This design comes from an exercise in tuning for small area, a short achievable clock period and few clock cycles per item on the open sky130 flow, not from production work. The RTL was checked by simulation tests, not by an equivalence proof against the original design.

==> design.v <==
package gemm_dims_pkg;
    localparam int TILE_M = 2;
    localparam int TILE_N = 2;
    localparam int TILE_K = 2;
    localparam int BLK_M = 2;
    localparam int BLK_N = 2;
    localparam int BLK_K = 2;
    localparam int A_W   = 8;    
    localparam int B_W   = 4;    
    localparam int ACC_W = 32;   
    localparam int P_DEPTH = BLK_M * BLK_K;
    localparam int Q_DEPTH = BLK_N * BLK_K;
    localparam int R_DEPTH = BLK_M * BLK_N;
    localparam int P_AW = $clog2(P_DEPTH);
    localparam int Q_AW = $clog2(Q_DEPTH);
    localparam int R_AW = $clog2(R_DEPTH);
    localparam int TREE_LVL = $clog2(TILE_K);
    typedef logic [TILE_M*TILE_K-1:0][A_W-1:0] a_tile_t;
    typedef logic [TILE_N*TILE_K-1:0][B_W-1:0] b_tile_t;
    typedef logic [TILE_M*TILE_N-1:0][ACC_W-1:0] c_tile_t;
    typedef logic [P_AW-1:0] p_addr_t;   
    typedef logic [Q_AW-1:0] q_addr_t;   
    typedef logic [R_AW-1:0] r_addr_t;   
endpackage
package gemm_ctrl_pkg;
    localparam int TILE_M = 2;
    localparam int TILE_N = 2;
    localparam int TILE_K = 2;
    localparam int BLK_M  = 2;
    localparam int BLK_N  = 2;
    localparam int BLK_K  = 2;
    localparam int A_W    = 8;
    localparam int B_W    = 4;
    localparam int ACC_W  = 32;
    localparam int P_AW   = $clog2(BLK_M * BLK_K);
    localparam int Q_AW   = $clog2(BLK_N * BLK_K);
    localparam int R_AW   = $clog2(BLK_M * BLK_N);
    localparam int TREE_LVL = $clog2(TILE_K);
    typedef enum logic [1:0] {
        ST_WAIT       = 2'd0,
        ST_WORK       = 2'd1,
        ST_WRITE_BACK = 2'd2
    } engine_state_t;
    typedef struct packed {
        logic                            en;
        logic [P_AW-1:0]                 addr;
        logic [TILE_M*TILE_K*A_W-1:0]    data;
    } p_wr_t;
    typedef struct packed {
        logic                            en;
        logic [Q_AW-1:0]                 addr;
        logic [TILE_N*TILE_K*B_W-1:0]    data;
    } q_wr_t;
    typedef struct packed {
        logic                            en;
        logic [R_AW-1:0]                 addr;
        logic [TILE_M*TILE_N*ACC_W-1:0]  data;
    } r_wr_t;
    typedef struct packed {
        logic                            en;
        logic [R_AW-1:0]                 addr;
    } r_rd_t;
    localparam int TOTAL_STEPS = BLK_M * BLK_N * BLK_K;
    localparam int MAC_LATENCY = 2 + TREE_LVL;   
    localparam int RUN_CYCLES  = TOTAL_STEPS + MAC_LATENCY + 2;
    localparam int BI_W = $clog2(BLK_M);
    localparam int BJ_W = $clog2(BLK_N);
    localparam int BK_W = $clog2(BLK_K);
    typedef struct packed {
        logic [BI_W-1:0] i;
        logic [BJ_W-1:0] j;
        logic [BK_W-1:0] k;
    } step_t;
endpackage
`timescale 1ns/1ps
module tile_buffer #(
    parameter int DATA_W = 32,
    parameter int DEPTH  = 4
) (
    input  logic                     clk,
    input  logic                     rst,
    input  logic                     wr_en,
    input  logic [$clog2(DEPTH)-1:0] wr_addr,
    input  logic [DATA_W-1:0]        wr_data,
    input  logic                     rd_en,
    input  logic [$clog2(DEPTH)-1:0] rd_addr,
    output logic [DATA_W-1:0]        rd_data,
    output logic                     rd_valid
);
    logic [DATA_W-1:0] mem [DEPTH];
    always_ff @(posedge clk) begin
        if (wr_en) begin
            mem[wr_addr] <= wr_data;
        end
        if (rd_en) begin
            rd_data <= mem[rd_addr];   
        end
    end
    always_ff @(posedge clk) begin
        if (rst) begin
            rd_valid <= 1'b0;
        end else begin
            rd_valid <= rd_en;
        end
    end
endmodule
`timescale 1ns/1ps
module tile_mac (
    input  logic                   clk,
    input  logic                   rst,
    input  logic [gemm_dims_pkg::TILE_M*gemm_dims_pkg::TILE_K*gemm_dims_pkg::A_W-1:0]   a_tile,
    input  logic [gemm_dims_pkg::TILE_N*gemm_dims_pkg::TILE_K*gemm_dims_pkg::B_W-1:0]   b_tile,
    input  logic                   opnd_valid,
    input  logic                   last_k,
    input  logic [gemm_dims_pkg::TILE_M*gemm_dims_pkg::TILE_N*gemm_dims_pkg::ACC_W-1:0] c_tile,
    input  logic                   c_valid,
    output logic [gemm_dims_pkg::TILE_M*gemm_dims_pkg::TILE_N*gemm_dims_pkg::ACC_W-1:0] acc_tile,
    output logic                   acc_valid
);
    logic signed [gemm_dims_pkg::ACC_W-1:0] node [gemm_dims_pkg::TILE_M][gemm_dims_pkg::TILE_N][2*gemm_dims_pkg::TILE_K-1];
    logic [gemm_dims_pkg::TREE_LVL:0] vld_pipe;
    logic [gemm_dims_pkg::TREE_LVL:0] last_pipe;
    always_ff @(posedge clk) begin
        for (int m = 0; m < gemm_dims_pkg::TILE_M; m++) begin
            for (int n = 0; n < gemm_dims_pkg::TILE_N; n++) begin
                for (int kk = 0; kk < gemm_dims_pkg::TILE_K; kk++) begin
                    node[m][n][gemm_dims_pkg::TILE_K-1+kk] <= $signed(a_tile[(m*gemm_dims_pkg::TILE_K+kk)*gemm_dims_pkg::A_W +: gemm_dims_pkg::A_W])
                                             * $signed(b_tile[(n*gemm_dims_pkg::TILE_K+kk)*gemm_dims_pkg::B_W +: gemm_dims_pkg::B_W]);
                end
                for (int x = 0; x < gemm_dims_pkg::TILE_K - 1; x++) begin
                    node[m][n][x] <= node[m][n][2*x+1] + node[m][n][2*x+2];
                end
            end
        end
    end
    always_ff @(posedge clk) begin
        if (rst) begin
            vld_pipe  <= '0;
            last_pipe <= '0;
            acc_valid <= 1'b0;
        end else begin
            vld_pipe[0]  <= opnd_valid;
            last_pipe[0] <= opnd_valid & last_k;
            for (int l = 1; l <= gemm_dims_pkg::TREE_LVL; l++) begin
                vld_pipe[l]  <= vld_pipe[l-1];
                last_pipe[l] <= last_pipe[l-1];
            end
            acc_valid <= vld_pipe[gemm_dims_pkg::TREE_LVL] & last_pipe[gemm_dims_pkg::TREE_LVL];
        end
    end
    always_ff @(posedge clk) begin
        if (vld_pipe[gemm_dims_pkg::TREE_LVL]) begin
            for (int m = 0; m < gemm_dims_pkg::TILE_M; m++) begin
                for (int n = 0; n < gemm_dims_pkg::TILE_N; n++) begin
                    if (c_valid) begin
                        acc_tile[(m*gemm_dims_pkg::TILE_N+n)*gemm_dims_pkg::ACC_W +: gemm_dims_pkg::ACC_W] <= c_tile[(m*gemm_dims_pkg::TILE_N+n)*gemm_dims_pkg::ACC_W +: gemm_dims_pkg::ACC_W] + node[m][n][0];
                    end else begin
                        acc_tile[(m*gemm_dims_pkg::TILE_N+n)*gemm_dims_pkg::ACC_W +: gemm_dims_pkg::ACC_W] <= acc_tile[(m*gemm_dims_pkg::TILE_N+n)*gemm_dims_pkg::ACC_W +: gemm_dims_pkg::ACC_W] + node[m][n][0];
                    end
                end
            end
        end
    end
endmodule
`timescale 1ns/1ps
module block_sequencer (
    input  logic                   clk,
    input  logic                   rst,
    input  logic                   start,
    input  gemm_ctrl_pkg::r_wr_t   host_r_wr,
    input  gemm_ctrl_pkg::r_rd_t   host_r_rd,
    input  gemm_dims_pkg::c_tile_t acc_tile,
    input  logic                   acc_valid,
    output logic                   p_rd_en,
    output gemm_dims_pkg::p_addr_t p_rd_addr,
    output logic                   q_rd_en,
    output gemm_dims_pkg::q_addr_t q_rd_addr,
    output gemm_ctrl_pkg::r_wr_t   r_wr,
    output gemm_ctrl_pkg::r_rd_t   r_rd,
    output logic                   last_k,
    output logic                   busy,
    output logic                   done
);
    gemm_ctrl_pkg::engine_state_t state;
    gemm_ctrl_pkg::step_t         step;
    logic          working;
    gemm_ctrl_pkg::r_rd_t         rd_req;
    logic                         rd_pipe_en   [gemm_ctrl_pkg::MAC_LATENCY-1];
    gemm_dims_pkg::r_addr_t       rd_pipe_addr [gemm_ctrl_pkg::MAC_LATENCY-1];
    gemm_ctrl_pkg::r_rd_t         eng_rd;
    logic          wb_en;
    gemm_dims_pkg::r_addr_t       wb_addr;
    gemm_dims_pkg::c_tile_t       wb_data;
    gemm_dims_pkg::r_addr_t       wb_cnt;
    gemm_ctrl_pkg::r_wr_t         eng_wr;
    assign working = (state == gemm_ctrl_pkg::ST_WORK);
    assign busy    = (state != gemm_ctrl_pkg::ST_WAIT);
    always_ff @(posedge clk) begin
        if (rst) begin
            state <= gemm_ctrl_pkg::ST_WAIT;
            step  <= '0;
        end else begin
            case (state)
                gemm_ctrl_pkg::ST_WAIT: begin
                    if (start) begin
                        state <= gemm_ctrl_pkg::ST_WORK;
                        step  <= '0;
                    end
                end
                gemm_ctrl_pkg::ST_WORK: begin
                    step <= step + 1'b1;
                    if (step == gemm_ctrl_pkg::step_t'(gemm_ctrl_pkg::TOTAL_STEPS - 1)) begin
                        state <= gemm_ctrl_pkg::ST_WRITE_BACK;
                    end
                end
                gemm_ctrl_pkg::ST_WRITE_BACK: begin
                    if (done) begin   
                        state <= gemm_ctrl_pkg::ST_WAIT;
                    end
                end
                default: state <= gemm_ctrl_pkg::ST_WAIT;
            endcase
        end
    end
    assign p_rd_en   = working;
    assign q_rd_en   = working;
    assign p_rd_addr = {step.i, step.k};
    assign q_rd_addr = {step.j, step.k};
    always_comb begin
        rd_req.en   = working && (step.k == '0);
        rd_req.addr = {step.i, step.j};
    end
    always_ff @(posedge clk) begin
        if (rst) begin
            for (int d = 0; d < gemm_ctrl_pkg::MAC_LATENCY - 1; d++) begin
                rd_pipe_en[d]   <= 1'b0;
                rd_pipe_addr[d] <= '0;
            end
            last_k <= 1'b0;
        end else begin
            rd_pipe_en[0]   <= rd_req.en;
            rd_pipe_addr[0] <= rd_req.addr;
            for (int d = 1; d < gemm_ctrl_pkg::MAC_LATENCY - 1; d++) begin
                rd_pipe_en[d]   <= rd_pipe_en[d-1];
                rd_pipe_addr[d] <= rd_pipe_addr[d-1];
            end
            last_k <= working && (step.k == gemm_ctrl_pkg::BK_W'(gemm_dims_pkg::BLK_K - 1));   
        end
    end
    assign eng_rd.en   = rd_pipe_en[gemm_ctrl_pkg::MAC_LATENCY-2];
    assign eng_rd.addr = rd_pipe_addr[gemm_ctrl_pkg::MAC_LATENCY-2];
    always_ff @(posedge clk) begin
        if (rst) begin
            wb_en  <= 1'b0;
            wb_cnt <= '0;
            done   <= 1'b0;
        end else begin
            wb_en <= acc_valid;
            done  <= acc_valid && (wb_cnt == gemm_dims_pkg::r_addr_t'(gemm_dims_pkg::R_DEPTH - 1));
            if (acc_valid) begin
                wb_cnt <= wb_cnt + 1'b1;   
            end
        end
    end
    always_ff @(posedge clk) begin
        if (acc_valid) begin
            wb_addr <= wb_cnt;
            wb_data <= acc_tile;
        end
    end
    assign eng_wr.en   = wb_en;
    assign eng_wr.addr = wb_addr;
    assign eng_wr.data = wb_data;
    always_comb begin
        if (busy) begin
            r_wr = eng_wr;
            r_rd = eng_rd;
        end else begin
            r_wr = host_r_wr;
            r_rd = host_r_rd;
        end
    end
endmodule
`timescale 1ns/1ps
module gemm_top (
    input  logic           clk,
    input  logic           rst,
    input  logic           start,
    input  logic           p_wr_en,
    input  logic [1:0]     p_wr_addr,
    input  logic [31:0]    p_wr_data,
    input  logic           q_wr_en,
    input  logic [1:0]     q_wr_addr,
    input  logic [15:0]    q_wr_data,
    input  logic           r_wr_en,
    input  logic [1:0]     r_wr_addr,
    input  logic [127:0]   r_wr_data,
    input  logic           r_rd_en,
    input  logic [1:0]     r_rd_addr,
    output logic           busy,
    output logic           done,
    output logic [127:0]   c_out,
    output logic           c_valid
);
    gemm_ctrl_pkg::r_wr_t   host_r_wr;
    gemm_ctrl_pkg::r_rd_t   host_r_rd;
    logic                   p_rd_en;
    gemm_dims_pkg::p_addr_t p_rd_addr;
    gemm_dims_pkg::a_tile_t a_tile;
    logic                   p_valid;
    logic                   q_rd_en;
    gemm_dims_pkg::q_addr_t q_rd_addr;
    gemm_dims_pkg::b_tile_t b_tile;
    logic                   q_valid;
    gemm_ctrl_pkg::r_wr_t   buf_r_wr;
    gemm_ctrl_pkg::r_rd_t   buf_r_rd;
    gemm_dims_pkg::c_tile_t r_data;
    logic                   r_valid;
    gemm_dims_pkg::c_tile_t acc_tile;
    logic                   acc_valid;
    logic                   last_k;
    assign host_r_wr.en   = r_wr_en;
    assign host_r_wr.addr = r_wr_addr;
    assign host_r_wr.data = r_wr_data;
    assign host_r_rd.en   = r_rd_en;
    assign host_r_rd.addr = r_rd_addr;
    tile_buffer #(.DATA_W(32), .DEPTH(gemm_dims_pkg::P_DEPTH)) u_p_buf (
        .clk     (clk),
        .rst     (rst),
        .wr_en   (p_wr_en),
        .wr_addr (p_wr_addr),
        .wr_data (p_wr_data),
        .rd_en   (p_rd_en),
        .rd_addr (p_rd_addr),
        .rd_data (a_tile),
        .rd_valid(p_valid)
    );
    tile_buffer #(.DATA_W(16), .DEPTH(gemm_dims_pkg::Q_DEPTH)) u_q_buf (
        .clk     (clk),
        .rst     (rst),
        .wr_en   (q_wr_en),
        .wr_addr (q_wr_addr),
        .wr_data (q_wr_data),
        .rd_en   (q_rd_en),
        .rd_addr (q_rd_addr),
        .rd_data (b_tile),
        .rd_valid(q_valid)
    );
    tile_buffer #(.DATA_W(128), .DEPTH(gemm_dims_pkg::R_DEPTH)) u_r_buf (
        .clk     (clk),
        .rst     (rst),
        .wr_en   (buf_r_wr.en),
        .wr_addr (buf_r_wr.addr),
        .wr_data (buf_r_wr.data),
        .rd_en   (buf_r_rd.en),
        .rd_addr (buf_r_rd.addr),
        .rd_data (r_data),
        .rd_valid(r_valid)
    );
    tile_mac u_mac (
        .clk       (clk),
        .rst       (rst),
        .a_tile    (a_tile),
        .b_tile    (b_tile),
        .opnd_valid(p_valid & q_valid),
        .last_k    (last_k),
        .c_tile    (r_data),
        .c_valid   (r_valid),
        .acc_tile  (acc_tile),
        .acc_valid (acc_valid)
    );
    block_sequencer u_seq (
        .clk      (clk),
        .rst      (rst),
        .start    (start),
        .host_r_wr(host_r_wr),
        .host_r_rd(host_r_rd),
        .acc_tile (acc_tile),
        .acc_valid(acc_valid),
        .p_rd_en  (p_rd_en),
        .p_rd_addr(p_rd_addr),
        .q_rd_en  (q_rd_en),
        .q_rd_addr(q_rd_addr),
        .r_wr     (buf_r_wr),
        .r_rd     (buf_r_rd),
        .last_k   (last_k),
        .busy     (busy),
        .done     (done)
    );
    always_comb begin
        if (busy) begin
            c_out   = '0;
            c_valid = 1'b0;
        end else begin
            c_out   = r_data;
            c_valid = r_valid;
        end
    end
endmodule
==> run.sh <==
#!/bin/bash
# synth_recipe.tcl (not shown) runs the flow's synth.tcl, then flattens the netlist and writes it again
# the make line also repeats each setting of config.mk as NAME=value (left out here)
make -C /OpenROAD-flow-scripts/flow DESIGN_CONFIG=/design/flow/config.mk WORK_HOME=/design/flow/orfs CLKGATE_MAP_FILE= SYNTH_SCRIPT=/design/flow/synth_recipe.tcl finish
==> config.mk <==
export PLATFORM = sky130hd
export DESIGN_NAME = gemm_top
export DESIGN_NICKNAME = gemm_top
export VERILOG_FILES = /design/flow/design.v
export SDC_FILE = /design/flow/constraint.sdc
export NUM_CORES = 4
export LEC_CHECK = 0
export CAP_MARGIN = 20
export CORE_MARGIN = 2
export CORE_UTILIZATION = 40
export SLEW_MARGIN = 20
==> constraint.sdc <==
create_clock -name core_clock -period 5.0 [get_ports {clk}]
set_input_delay 1.0000 -clock core_clock [delete_from_list [all_inputs] [get_ports {clk}]]
set_output_delay 1.0000 -clock core_clock [all_outputs]
set_load 0.01 [all_outputs]
==> impl_results.md, run 1 <==
- Critical-path cell list: nand2_1, fa_1, fa_1, inv_1, fa_1, ha_1, fa_1, a21oi_1, nor2_1, nor2_1, o21bai_1, a21oi_1, o21bai_1, a21oi_1, xnor2_1
- Fraction of registers with async set/reset: 0%
- Count leader, synth: edfxtp_1
- Deepest clock path buffer count: 3
- Final Max Tran Viols: 0
- EDFF count, synth: 1138
- Row cnt: 148
- Routed len/inst: 20.1 um
- Finished Layout Cells: 7280
- PortBufs: 321
- Max Cap Viol: 0
- Post-synth top area share: 52.3%
- Post CTS Setup Buffer Count: 0
- Total Nets Final: 5681
- Unrepaired setup endpoints after global routing: false
- Yosys cell types: 93
- Iter 0 DRT Violations: 2362
- Die X: 408 um
- Crit path launch: u_q_buf.rd_data[6]
- Post-route DRC: 0
- First-pass GRT wire length: 225 mm
- Minimum clock period: 4.23 ns
- Grt total ovfl: 0
- Worst Max-Slew Pin Slew: 0.965 ns
- R2R Path Start: u_q_buf.rd_data[6]
- Critical path arrival: 4.90 ns
- Final hold vios: 0
- Crit path top cell by count: fa_1
- Root Buffer: clkbuf_16
- Initial antenna violation count: 15
- Maximum fanout along the worst path: 18
- Worst path slowest cell: edfxtp_1
- Worst hold path type: reg -> reg
- Skew final: 0.0306 ns
- Fin crit share: 84.6%
- Post-synthesis cell area: 65400 sq um
- Ratio of cells with drive above 1 in the final layout: 12.3%
- Drt pass-1 iters: 7
- Final Core Density: 47.1%
- Clk sinks: 1385
- Status: no timing/DRC/antenna violations
- Ranking of synthesized cells by area: edfxtp_1, dfxtp_1, ha_1
- Final antenna-violating net count: 0
- # resized after CTS: 0
- Hold buffers post-CTS: 0
- Dpl hpwl: 102 mm
- # setup viols final: 0
- Pin count of the biggest net entering global routing: 108
- Synth Register Bits: 1385
- Register area share after synthesis: 59.8%
- Initial core utilization: 40.2%
- Die height: 408 um
- Hold_sp: u_mac.last_pipe[1]
- Syn avg cell area: 14.3 sq um
- Syn. warnings: 9
- Vias in the first global route: 37900
- Slew Limit Headroom: 35.5%
- Placer Congestion: 0.840
- Fmax: 236 MHz
- H-tree levels: 4
- Yosys top cell by area: edfxtp_1
- Synth Net Count: 5287
- Setup crit end kind: register
- Total number of vias: 36800
- Commonest cells post-synth: edfxtp_1, nand2_1, ha_1
- Total CTS buffers: 154
- Area delta synth->final: 17.0%
- CTS clk-pin slew, worst paths: 0.06 ns
- Critical Path RT: 5.67 ns
- All-layer global routing usage: 17.6%
- Post-Route WL: 146 mm
- Family with the most delay on the worst path: adder cells
- Type of the worst setup path: reg -> reg
- Clk latency of the worst-skew pair: 0.79 ns
- IO Pins: 322
- Post-Synthesis Cells: 4577
- DP Cell Count: 6990
- Vias per cell: 5.05
- Die area: 167000 sq um
- Core Box Area: 163000 sq um
- CTS tree: built
- Startpoint Class: register
- CP peak stage delay: 0.72 ns
- Main flop type after synthesis: edfxtp_1
- Worst path buffer plus inverter count: 1
## cell families after synthesis
logic type               share of synthesized area, %
AND/OR/NAND/NOR                                  8.72
flip-flops                                       59.8
multiplexers                                     8.43
XOR/XNOR                                         2.80
AO/OA/AOI/OAI                                    6.03
adder cells (fa/ha/maj)                          12.0
buffers and inverters                            2.13
## layout make-up
class | count | area, sq um
repair buffers | 371 | 3810
clock buffers | 190 | 4050
multi-input cells | 2826 | 24900
flip-flops and latches | 1385 | 39100
fillers | 14400 | 86100
clock inverters | 95 | 957
inverters | 233 | 880
well taps | 2175 | 2720
diodes | 5 | 12.5
## state kept, by name, summed over array words and instances (netlist names), 3 cells and up
register,count
u_q_buf.mem,64
u_p_buf.rd_data,32
u_q_buf.rd_data,16
u_p_buf.mem,128
u_seq.step,3
u_seq.wb_data,128
u_r_buf.mem,512
u_r_buf.rd_data,128
u_seq.rd_pipe_addr,4
u_mac.node,224
u_mac.acc_tile,128
## tightest hold or removal path: cells and delay by family, from the launching register on
family | cells | cell delay [ns]
DFF | 1 | 0.30
and+or+nand+nor | 2 | 0.08
## cell usage in the layout (no fill, tap or decap), drive strengths merged, types with 6 or more instances in the layout
cell type	n
nand2b	37
nand4	6
nor4b	7
nor2b	64
buf	50
xnor2	157
clkinv	68
a31oi	13
and3	20
dfxtp	247
mux4	176
a21o	86
o311ai	8
nor2	162
edfxtp	1138
clkinvlp	11
nor3	29
xor2	52
o21a	24
bufinv	10
mux2	124
a21oi	190
clkbuf	190
o21ai	133
o21bai	39
nand2	510
a21boi	12
and2	294
nor3b	6
nand3	17
inv	239
fa	184
mux2i	15
or3	11
clkdlybuf4s50	321
o211ai	14
a211oi	16
ha	335
## path summary, 6_finish.rpt
| kind | to | slack (ns) | cells past startpoint |
|---|---|---|---|
| worst max-delay path | u_mac.node[2][30] | 0.77 | 15 |
| worst min-delay path | u_mac.acc_valid | 0.41 | 2 |
| worst max register to register | u_mac.node[2][30] | 0.77 | 15 |
| worst min register to register | u_mac.acc_valid | 0.41 | 2 |
## metal layers
layer	vias up	wire, um	global-route usage, %
li1	17500	-	-
met1	18400	66500	24.2
met2	738	69400	28.6
met3	198	6450	2.80
met4	2	3680	5.36
met5	-	11	0
## per-stage QoR
step	setup WS (ns)	cell area, sq um	TNS, ns	hold slack (ns)
floorplan	-2.14	65400	-546.69	0.395
global placement	0.869	71500	0	0.390
detailed placement	0.805	71500	0	0.406
CTS	0.762	76500	0	0.415
global route	0.414	76500	0	0.427
finish	0.771	76500	0	0.410
Testbench counts, summed over its fixed seeds: cycles 6,944, jobs 384.
==> inputs of run 2 (changes only) <==
==> design.v (replaced) <==
`timescale 1ns/1ps
module gemm_top (
    input  logic           clk,
    input  logic           rst,
    input  logic           start,
    input  logic           p_wr_en,
    input  logic [1:0]     p_wr_addr,
    input  logic [31:0]    p_wr_data,
    input  logic           q_wr_en,
    input  logic [1:0]     q_wr_addr,
    input  logic [15:0]    q_wr_data,
    input  logic           r_wr_en,
    input  logic [1:0]     r_wr_addr,
    input  logic [127:0]   r_wr_data,
    input  logic           r_rd_en,
    input  logic [1:0]     r_rd_addr,
    output logic           busy,
    output logic           done,
    output logic [127:0]   c_out,
    output logic           c_valid
);
    logic [31:0]  p_mem [4];
    logic [15:0]  q_mem [4];
    logic [127:0] r_mem [4];
    logic [127:0] rd_q;
    logic         rd_v_q;
    logic         busy_q;
    logic         done_q;
    logic [1:0]   wb_e;     
    logic [1:0]   s1_g;     
    always_ff @(posedge clk) begin
        if (rst) begin
            busy_q <= 1'b0;
            done_q <= 1'b0;
            wb_e   <= 2'd0;
            s1_g   <= 2'd0;
            rd_v_q <= 1'b0;
        end else begin
            rd_v_q <= r_rd_en & ~busy_q;
            if (busy_q) begin
                wb_e   <= wb_e + 2'd1;
                s1_g   <= done_q ? 2'd0 : s1_g + 2'd1;
                done_q <= (wb_e == 2'd2);
                if (done_q) busy_q <= 1'b0;
            end else if (start) begin
                busy_q <= 1'b1;
                wb_e   <= 2'd0;
                s1_g   <= 2'd1;
            end
        end
    end
    assign busy    = busy_q;
    assign done    = done_q;
    assign c_out   = rd_q;
    assign c_valid = rd_v_q;
    always_ff @(posedge clk) begin
        if (p_wr_en) p_mem[p_wr_addr] <= p_wr_data;
        if (q_wr_en) q_mem[q_wr_addr] <= q_wr_data;
    end
    logic [63:0] a_row;    
    logic [31:0] b_col;    
    assign a_row = s1_g[1] ? {p_mem[3], p_mem[2]} : {p_mem[1], p_mem[0]};
    assign b_col = s1_g[0] ? {q_mem[3], q_mem[2]} : {q_mem[1], q_mem[0]};
    logic [55:0] dot;      
    logic [55:0] dot_q;
    always_comb begin
        for (int m = 0; m < 2; m++) begin
            for (int n = 0; n < 2; n++) begin
                logic signed [13:0] s;
                s = '0;
                for (int k = 0; k < 2; k++) begin
                    for (int kk = 0; kk < 2; kk++) begin
                        s = s + 14'($signed(a_row[k*32 + (m*2+kk)*8 +: 8]) * $signed(b_col[k*16 + (n*2+kk)*4 +: 4]));
                    end
                end
                dot[(m*2+n)*14 +: 14] = s;
            end
        end
    end
    always_ff @(posedge clk) begin
        dot_q <= dot;
    end
    logic [1:0] rd_addr;
    assign rd_addr = busy_q ? s1_g : (r_rd_en ? r_rd_addr : 2'd0);
    always_ff @(posedge clk) begin
        rd_q <= r_mem[rd_addr];
    end
    logic [127:0] wb_sum;
    always_comb begin
        for (int x = 0; x < 4; x++) begin
            wb_sum[x*32 +: 32] = rd_q[x*32 +: 32] + 32'($signed(dot_q[x*14 +: 14]));
        end
    end
    logic [127:0] r_wdata;
    assign r_wdata = busy_q ? wb_sum : r_wr_data;
    always_ff @(posedge clk) begin
        for (int e = 0; e < 4; e++) begin
            if (busy_q ? (wb_e == 2'(e)) : (r_wr_en && r_wr_addr == 2'(e)))
                r_mem[e] <= r_wdata;
        end
    end
endmodule
==> run 2 against run 1 <==
Compared with the run above: the layout now fails its checks (negative setup slack); global-route usage grew 3.9 points; register-to-register slack worse by 1.7 ns; routed wire length grew 11%; synthesized cell count rose by 14%; die area down 10%; sequential cell count decreased by 490; fmax down 28%; cell count up 10%; via count up 11%; clock-buffer cell count down 66.
==> impl_results.md, run 2 <==
- Status: failed layout checks
- Layout check fault list: negative setup slack
- Worst hold path type: reg -> reg
- Grt total ovfl: 0 (unchanged)
- Final TNS setup: -23.71 ns (-23.71 ns)
- Vias in the first global route: 41500 (+9.5%)
- Total number of vias: 40800 (+11%)
- Slew Limit Headroom: 29.8% (-5.8 points)
- Register area share after synthesis: 42.7% (-17 points)
- Row cnt: 140 (-5.4%)
- Fraction of registers with async set/reset: 0% (unchanged)
- EDFF count, synth: 704 (-38%)
- Post-Route WL: 161 mm (+11%)
- Root Buffer: clkbuf_16
- Post-route DRC: 0 (unchanged)
- Yosys cell types: 82 (-12%)
- Minimum clock period: 5.90 ns (+1.67 ns)
- Final worst-path setup slack: -0.897 ns (-1.67 ns)
- Post-synthesis cell area: 58500 sq um (-11%)
- Hold buffers post-CTS: 0 (unchanged)
- Critical Path RT: 5.56 ns (-0.11 ns)
- IO Pins: 322 (unchanged)
- Commonest non-fill, non-tap cell in the layout: edfxtp_1
- H-tree levels: 3 (-1)
- Clk latency of the worst-skew pair: 0.73 ns (-0.06 ns)
- CTS tree: built
- Post-synth top area share: 36.2% (-16 points)
- Worst Max-Slew Pin Slew: 1.05 ns (+0.0881 ns)
- Max Cap Viol: 0 (unchanged)
- Area delta synth->final: 26.4%
- Yosys top cell by area: edfxtp_1
- Critical path arrival: 6.45 ns (+1.55 ns)
- Initial antenna violation count: 7 (-8)
- CTS clk-pin slew, worst paths: 0.06 ns (about the same)
- Synth Net Count: 6228 (+18%)
- Pin count of the biggest net entering global routing: 161 (+49%)
- Ratio of cells with drive above 1 in the final layout: 19.7% (+7.4 points)
- Total CTS buffers: 97 (-37%)
- Final Max Tran Viols: 0 (unchanged)
- Drt pass-1 iters: 6 (-1)
- Final hold vios: 0 (unchanged)
- Syn avg cell area: 11.2 sq um (-21%)
- Placer Congestion: 0.928 (+10%)
- Dpl hpwl: 122 mm (+20%)
- All-layer global routing usage: 21.5% (+3.9 points)
- Fmax: 170 MHz (-28%)
- Die height: 386 um (-5.4%)
- Setup crit end kind: register
- First-pass GRT wire length: 244 mm (+8.4%)
- Syn. warnings: 2 (-7)
- Maximum fanout along the worst path: 7 (-11)
- Iter 0 DRT Violations: 2774 (+17%)
- Die X: 386 um (-5.4%)
- Type of the worst setup path: reg -> reg
- Startpoint Class: register
- Deepest clock path buffer count: 3 (unchanged)
- Biggest register: r_mem
- Count leader, synth: inv_1
- Initial core utilization: 40.2% (about the same)
- Placement Setup Slack: -0.970 ns (-1.77 ns)
- Vias per cell: 5.09 (+0.74%)
- Commonest cells post-synth: inv_1, edfxtp_1, nand2_1
- Commonest cells after routing, fill and taps aside: edfxtp_1, inv_1, nand2_1
- Final antenna-violating net count: 0 (unchanged)
- Unrepaired setup endpoints after global routing: true
- Total Nets Final: 7041 (+24%)
- Clk sinks: 895 (-35%)
- Skew final: 0.0522 ns (+0.0215 ns)
- Top flop regs: r_mem: 512 flops, p_mem: 128 flops, rd_q: 128 flops
- Synth Register Bits: 895 (-35%)
- Largest register FFs: 512 (unchanged)
- Core Box Area: 145000 sq um (-11%)
- Fin crit share: 118% (+33 points)
- Main flop type after synthesis: edfxtp_1
- Ranking of synthesized cells by area: edfxtp_1, fa_1, dfxtp_1
- # setup viols final: 42 (+42)
- PortBufs: 321 (unchanged)
- Routed len/inst: 20.1 um (+0.41%)
- Die area: 149000 sq um (-10%)
- Post-Synthesis Cells: 5201 (+14%)
==> run 2: cell types whose count changed after synthesis, sizes merged, moves of 68 or more <==
cell	change
edfxtp	-434
and2	-142
inv	+493
nor2	+211
mux2i	+68
a211oi	+131
fa	+366
a31oi	+142
mux4	-176
==> run 2: critical path: stages, from the launching register on <==
cell	delay, ns
dfxtp_4	0.44
buf_4	0.20
mux2_4	0.38
buf_4	0.17
and2_1	0.17
fa_1	0.58
fa_1	0.46
fa_2	0.65
fa_2	0.45
fa_1	0.52
fa_1	0.61
ha_4	0.23
nand3_1	0.09
o21ai_2	0.08
o41ai_2	0.36
mux2i_1	0.22
nand4_1	0.11
==> run 2: worst paths after layout <==
path,startpoint,to,cells past startpoint
worst max-delay path,s1_g[0],dot_q[13],16
worst min-delay path,done_q,done_q,2
worst max register to register,s1_g[0],dot_q[13],16
worst min register to register,done_q,done_q,2
==> run 2: layer usage <==
metal / GRT usage [%] / wire [um] / vias up / share of wire, %
li1: - / - / 19200 / -
met4: 6.18 / 3970 / 0 / 2.5
met5: 0 / 0 / - / 0
met3: 3.28 / 9370 / 189 / 5.8
met2: 33.8 / 73600 / 1121 / 46
met1: 30.8 / 74500 / 20300 / 46
==> run 2: what timing repair did <==
item | in CTS | in global routing
setup buffers | 31 | 31
setup endpoints to repair | 43 | 45
pin swaps | 55 | 61
gates cloned | 4 | 1
gates resized for setup | 187 | 149
==> run 2: cell families after synthesis <==
kind of cell | after synthesis | share of synthesized area, %
AND/OR/NAND/NOR | 1348 | 10.3
flip-flops | 895 | 42.7
adder cells (fa/ha/maj) | 838 | 25.0
XOR/XNOR | 194 | 2.91
multiplexers | 231 | 4.28
AO/OA/AOI/OAI | 793 | 8.95
buffers and inverters | 902 | 5.81
==> run 2: area by class of cell <==
type | instances | area, sq um
clock inverter | 57 | 693
fill | 12800 | 71500
tap | 1917 | 2400
sequential | 895 | 25000
multi-input combinational | 3404 | 32000
antenna | 5 | 12.5
inverter | 727 | 2750
timing repair buffer | 889 | 8480
clock buffer | 124 | 2590
==> run 2: stage by stage <==
stage	utilization (%)	instance area (sq um)	instances	hold slack, ns
6_report	50.8	73900	8018	0.483
5_1_grt	50.8	73900	8017	0.528
4_1_cts	50.2	73000	7985	0.487
3_5_place_dp	47.2	68600	7769	0.477
3_3_place_gp	47.2	68600	7768	0.479
2_1_floorplan	-	59500	5201	0.482
Testbench counts of run 2, summed over its fixed seeds: cycles 3,488, jobs 384.

[afterwards: timing with drivers on the ports]
No port has a modelled driver above. Below, the same layouts with a new extraction and two added sets of constraints. Step 1, drivers: a clkbuf_16 drives clk and a buf_2 each remaining input, both assumed. Step 2 times the ports against the registers' clock, not the clock port: input delays grow and output delays shrink by t, the midpoint of the rising clock arrivals with the driver on. Slacks: ideal / step 1 / step 2; pairs: ideal / step 1.
run	shift t [ns]	setup slack, ns	worst setup path at the end
run 1	0.851	0.771 / 0.771 / 0.771	register to register
run 2	0.786	-0.897 / -0.897 / -0.897	register to register
